This is an optimization exercise on Yosys and OpenROAD, whose aim is small area, a short achievable clock period and few clock cycles per item, not a production implementation. The RTL was checked by simulation tests, not by an equivalence proof against the original design.

job 3831:
// epoch_seconds_to_date
module epoch_seconds_to_date (
    input  logic        i_clk,
    input  logic        i_rst_n,
    input  logic        start,
    output logic        busy,
    input  logic [31:0] i_epoch_seconds,
    output logic        o_done,
    output logic [11:0] o_year,
    output logic [3:0]  o_month,
    output logic [4:0]  o_day,
    output logic [4:0]  o_hour,
    output logic [5:0]  o_minute,
    output logic [5:0]  o_second
);
    localparam logic [31:0] SKIP_2100 = 32'd4107542400;
    logic [24:0] q;
    logic [0:0]  skip;
    assign q    = i_epoch_seconds[31:7];
    assign skip = i_epoch_seconds >= SKIP_2100;
    logic a1;
    logic a2;
    logic a3;
    logic a4;
    logic a5;
    logic a6;
    logic a7;
    logic a8;
    logic a9;
    logic a10;
    logic a11;
    logic a12;
    logic a13;
    logic a14;
    logic a15;
    logic a16;
    logic a17;
    logic a18;
    logic a19;
    logic a20;
    logic a21;
    logic a22;
    logic a23;
    logic a24;
    logic a25;
    logic a26;
    logic a27;
    logic a28;
    logic a29;
    logic a30;
    logic a31;
    logic a32;
    logic a33;
    logic a34;
    logic a35;
    logic a36;
    logic a37;
    logic a38;
    logic a39;
    logic a40;
    logic a41;
    logic a42;
    logic a43;
    logic a44;
    logic a45;
    logic a46;
    logic a47;
    logic a48;
    logic a49;
    logic a50;
    logic a51;
    logic a52;
    logic a53;
    logic a54;
    logic a55;
    logic a56;
    logic a57;
  ...
Size in the first run: about 870 cells after synthesis, about 37 flip-flops, roughly 75 I/O pins, about 8400 sq um of cells after synthesis.
clock: 20.0 ns
lec_check: 0
cap_margin: 20
core_margin: 2
core_utilization: 40
slew_margin: 20
synth_hierarchical: 1
standard.sh (not shown) runs the stock make flow with config.mk's settings and CLKGATE_MAP_FILE= SYNTH_SCRIPT=/design/flow/synth_recipe.tcl, a recipe that flattens the netlist after the stock synthesis.
==> flow/flow/run.sh <==
#!/bin/bash
# Standard layout (bash standard.sh, its synthesis unchanged), with the ports
# buffered by buf_2 cells and timing repair aiming for a larger setup slack.
set -e
cp standard.sh standard.sh.log
export BUFFER_PORTS_ARGS="-buffer_cell sky130_fd_sc_hd__buf_2"
export SETUP_SLACK_MARGIN=9.6
bash standard.sh > standard_run.log 2>&1
Job 3831 reached the end of the flow, and the finished layout is clean on the timing, DRC and antenna checks.
Testbench counts of job 3831, summed over its fixed seeds: cycles 3,208, items 3,200.
Changes in job 1611 relative to job 3831:
diff --git a/flow/flow/run.sh b/flow/flow/run.sh
--- a/flow/flow/run.sh
+++ b/flow/flow/run.sh
@@ -7 +7 @@
-export SETUP_SLACK_MARGIN=9.6
+export SETUP_SLACK_MARGIN=10.1
- Job 1611 | stages: all done | timing, DRC, antenna: all pass
- Job 3831 ran to completion and came out clean on the timing, DRC and antenna checks.
- Sequential share of layout area delta (job 1611 -> job 3831): insignificant
- In job 1611, the final period utilization came out 1.6 points below the value in job 3831.
- Compared job 1611 vs job 3831, and initial DRC count is up in job 1611.
- End point of the critical path = r_rem0[10]: job 1611; end point of the critical path = o_day[4]: job 3831
> inputs changed (job 1611 -> job 5720)
diff --git a/flow/flow/run.sh b/flow/flow/run.sh
--- a/flow/flow/run.sh
+++ b/flow/flow/run.sh
@@ -7 +7 @@
-export SETUP_SLACK_MARGIN=10.1
+export SETUP_SLACK_MARGIN=10.9
Results
Comparing job 5720 and job 1611, the higher storage element area was measured on job 5720. Length of routed wiring on met1: lower on job 1611. Job 1611 -> job 5720: maximum number of pins on one net before global-route repair delta 0, exact match. Going from job 1611 to job 5720, the total wirelength of the detailed-routed design was found to have gone up by 1.5 mm. In the metrics for job 5720 and job 1611, the one carrying the higher met3 capacity usage during global routing is job 5720. In the reports for job 5720 and job 1611, the larger number of filler cells placed in the layout belongs to job 1611. [job 5720] multi-input combinational area share fell 2.2 points relative to job 1611. In summary, job 1611 completed successfully, with a layout that passed the timing, DRC and antenna checks. Per the final summary, job 5720 finished and its layout is clean on timing, DRC and antenna. Summary of job 5720 over job 1611: post-route clock period utilization has decreased.
Edits applied to the flow inputs when going from job 5720 to job 4521:
diff --git a/flow/flow/run.sh b/flow/flow/run.sh
--- a/flow/flow/run.sh
+++ b/flow/flow/run.sh
@@ -7 +7 @@
-export SETUP_SLACK_MARGIN=10.9
+export SETUP_SLACK_MARGIN=10.5
==> summary.txt <==
- Against job 5720, total wire length in job 4521 came out better.
- The portion of the layout cell area used by clock cells of job 4521 and that of job 5720 are within noise of each other.
- For job 5720, the slowest library cell on the worst path was or4b_4, unlike job 4521, where it was fa_1.
- Job 5720 ended up with more cell instances than job 4521 did.
- Of the two values seen for timing endpoint of the critical path, o_day[4] was produced by job 5720 and r_rem0[10] by job 4521.
- Row post-detailed-placement cell area: job 4521 lower / job 5720 higher
- Summary: with job 5720 as the reference, fmax in job 4521 moved down slightly.
- Wire length the detailed router placed on met1: job 4521 < job 5720

* * *

epoch_seconds_to_date, a different RTL version from the one above (not shown whole).
For scale: ~880 cells after synthesis, about 37 flip-flops, ~75 I/O pins, roughly 8400 µm² of cells after synthesis.
## epoch_seconds_to_date
module epoch_seconds_to_date (
    input  logic        i_clk,
    input  logic        i_rst_n,
    input  logic        start,
    output logic        busy,
    input  logic [31:0] i_epoch_seconds,
    output logic        o_done,
    output logic [11:0] o_year,
    output logic [3:0]  o_month,
    output logic [4:0]  o_day,
    output logic [4:0]  o_hour,
    output logic [5:0]  o_minute,
    output logic [5:0]  o_second
);
    localparam logic [31:0] SKIP_2100 = 32'd4107542400;
    logic [24:0] q;
    logic [0:0]  skip;
    assign q    = i_epoch_seconds[31:7];
    assign skip = i_epoch_seconds >= SKIP_2100;
    logic a1;
    logic a2;
    logic a3;
    logic a4;
    logic a5;
    logic a6;
    logic a7;
    logic a8;
    logic a9;
    logic a10;
    logic a11;
    logic a12;
    logic a13;
    logic a14;
    logic a15;
    logic a16;
    logic a17;
    logic a18;
    logic a19;
    logic a20;
    logic a21;
    logic a22;
    logic a23;
    logic a24;
    logic a25;
    logic a26;
    logic a27;
    logic a28;
    logic a29;
    logic a30;
    logic a31;
    logic a32;
    logic a33;
    logic a34;
    logic a35;
    logic a36;
    logic a37;
    logic a38;
    logic a39;
    logic a40;
    logic a41;
    logic a42;
    logic a43;
    logic a44;
    logic a45;
    logic a46;
    logic a47;
    logic a48;
    logic a49;
    logic a50;
    logic a51;
    logic a52;
    logic a53;
    logic a54;
    logic a55;
    logic a56;
    logic a57;
    logic a58;
    logic a59;
    logic a60;
    logic a61;
    logic a62;
    logic a63;
    logic a64;
    logic a65;
    logic a66;
    logic a67;
    logic a68;
    logic a69;
    logic a70;
    logic a71;
    logic a72;
    logic a73;
    logic a74;
    logic a75;
    logic a76;
    logic a77;
    logic a78;
    logic a79;
    logic a80;
    logic a81;
    logic a82;
    logic a83;
    logic a84;
    logic a85;
    logic a86;
    logic a87;
    logic a88;
    logic a89;
    logic a90;
    logic a91;
    logic a92;
    logic a93;
    logic a94;
    logic a95;
    logic a96;
    logic a97;
    logic a98;
    logic a99;
    logic a100;
    logic a101;
    logic a102;
    logic a103;
    logic a104;
    logic a105;
    logic a106;
    logic a107;
    logic a108;
    logic a109;
    logic a110;
    logic a111;
    logic a112;
    logic a113;
    logic a114;
    logic a115;
    logic a116;
    logic a117;
  ...
export LEC_CHECK = 0
export CAP_MARGIN = 20
export CORE_MARGIN = 2
export CORE_UTILIZATION = 40
export SLEW_MARGIN = 20
export SYNTH_HIERARCHICAL = 1
create_clock -name core_clock -period 20.0 [get_ports {i_clk}]
==> flow/flow/run.sh <==
#!/bin/bash
# Standard layout (bash standard.sh, its synthesis unchanged), with the ports
# buffered by buf_2 cells and timing repair aiming for a larger setup slack.
set -e
cp standard.sh standard.sh.log
export BUFFER_PORTS_ARGS="-buffer_cell sky130_fd_sc_hd__buf_2"
export SETUP_SLACK_MARGIN=9.0
bash standard.sh > standard_run.log 2>&1
Testbench counts at the start, summed over its fixed seeds: cycles 3,208, items 3,200.
Change:
==> flow/flow/run.sh (replaced) <==
#!/bin/bash
# Standard layout (bash standard.sh, its synthesis unchanged), with the ports
# buffered by buf_1 cells and timing repair aiming for a larger setup slack.
set -e
cp standard.sh standard.sh.log
export BUFFER_PORTS_ARGS="-buffer_cell sky130_fd_sc_hd__buf_1"
export SETUP_SLACK_MARGIN=10.0
bash standard.sh > standard_run.log 2>&1
The new run went through all stages and came out clean.
Critical path depth falls by 5.
Sequential share of layout area shrinks by 0.50 points.
Worst setup slack gets better by 0.53 ns.
Synthesized cell count does not change.
Via count climbs by 2.5%.
Synthesized area is unchanged.
Change:
==> flow/flow/run.sh (replaced) <==
#!/bin/bash
# Standard layout (bash standard.sh, its synthesis unchanged), with the ports
# buffered by buf_2 cells and timing repair aiming for a larger setup slack.
set -e
cp standard.sh standard.sh.log
export BUFFER_PORTS_ARGS="-buffer_cell sky130_fd_sc_hd__buf_2"
export SETUP_SLACK_MARGIN=9.3
bash standard.sh > standard_run.log 2>&1
Outcome: Synthesized area stays the same. Design area drops by 6.2%. First-iteration DRC count climbs by 22%. Synthesized cell count does not change. Non-clock buffer count drops by 40. Final cell count drops by 3.2%. Global-route usage climbs by 0.12 points. Flip-flop and latch count stays the same.

-- re-timing with driven ports --
How much do the figures lean on ideal ports? The routed layouts below were timed once more, with nothing changed but the port constraints.
Step 1: set_driving_cell puts a clkbuf_16 on i_clk and a buf_2 on each other input, an assumption about the parent block.
Step 2 also shifts input and output timing later by t, the mid clock arrival at the registers, as if the neighbouring blocks saw the same clock.
a / b / c = ideal / step 1 / step 2; a / b = the first two.
run	shift t [ns]	setup slack, ns	worst setup path after step 2	clock arrival spread, ns	pins driven straight from the clock port
job 3831	0.312	10.189 / 10.154 / 10.012	input to register	0.005 / 0.005	1
job 1611	0.312	10.511 / 10.477 / 10.214	input to register	0.005 / 0.005	1
job 5720	0.310	10.862 / 10.826 / 10.660	input to register	0.002 / 0.002	1
job 4521	0.312	10.760 / 10.732 / 10.463	input to register	0.005 / 0.004	1
the first run of note 2	0.322	9.616 / 9.578 / 9.431	input to register	0.012 / 0.012	1
the second run of note 2	0.326	10.142 / 10.137 / 9.823	input to register	0.012 / 0.013	1
the third run of note 2	0.322	9.756 / 9.718 / 9.558	input to register	0.012 / 0.012	1
After both steps setup and hold are still met in every run listed. The setup slack of the second run of note 2, which loses most, moves by -0.005 ns with the drivers and by -0.319 ns with both steps.
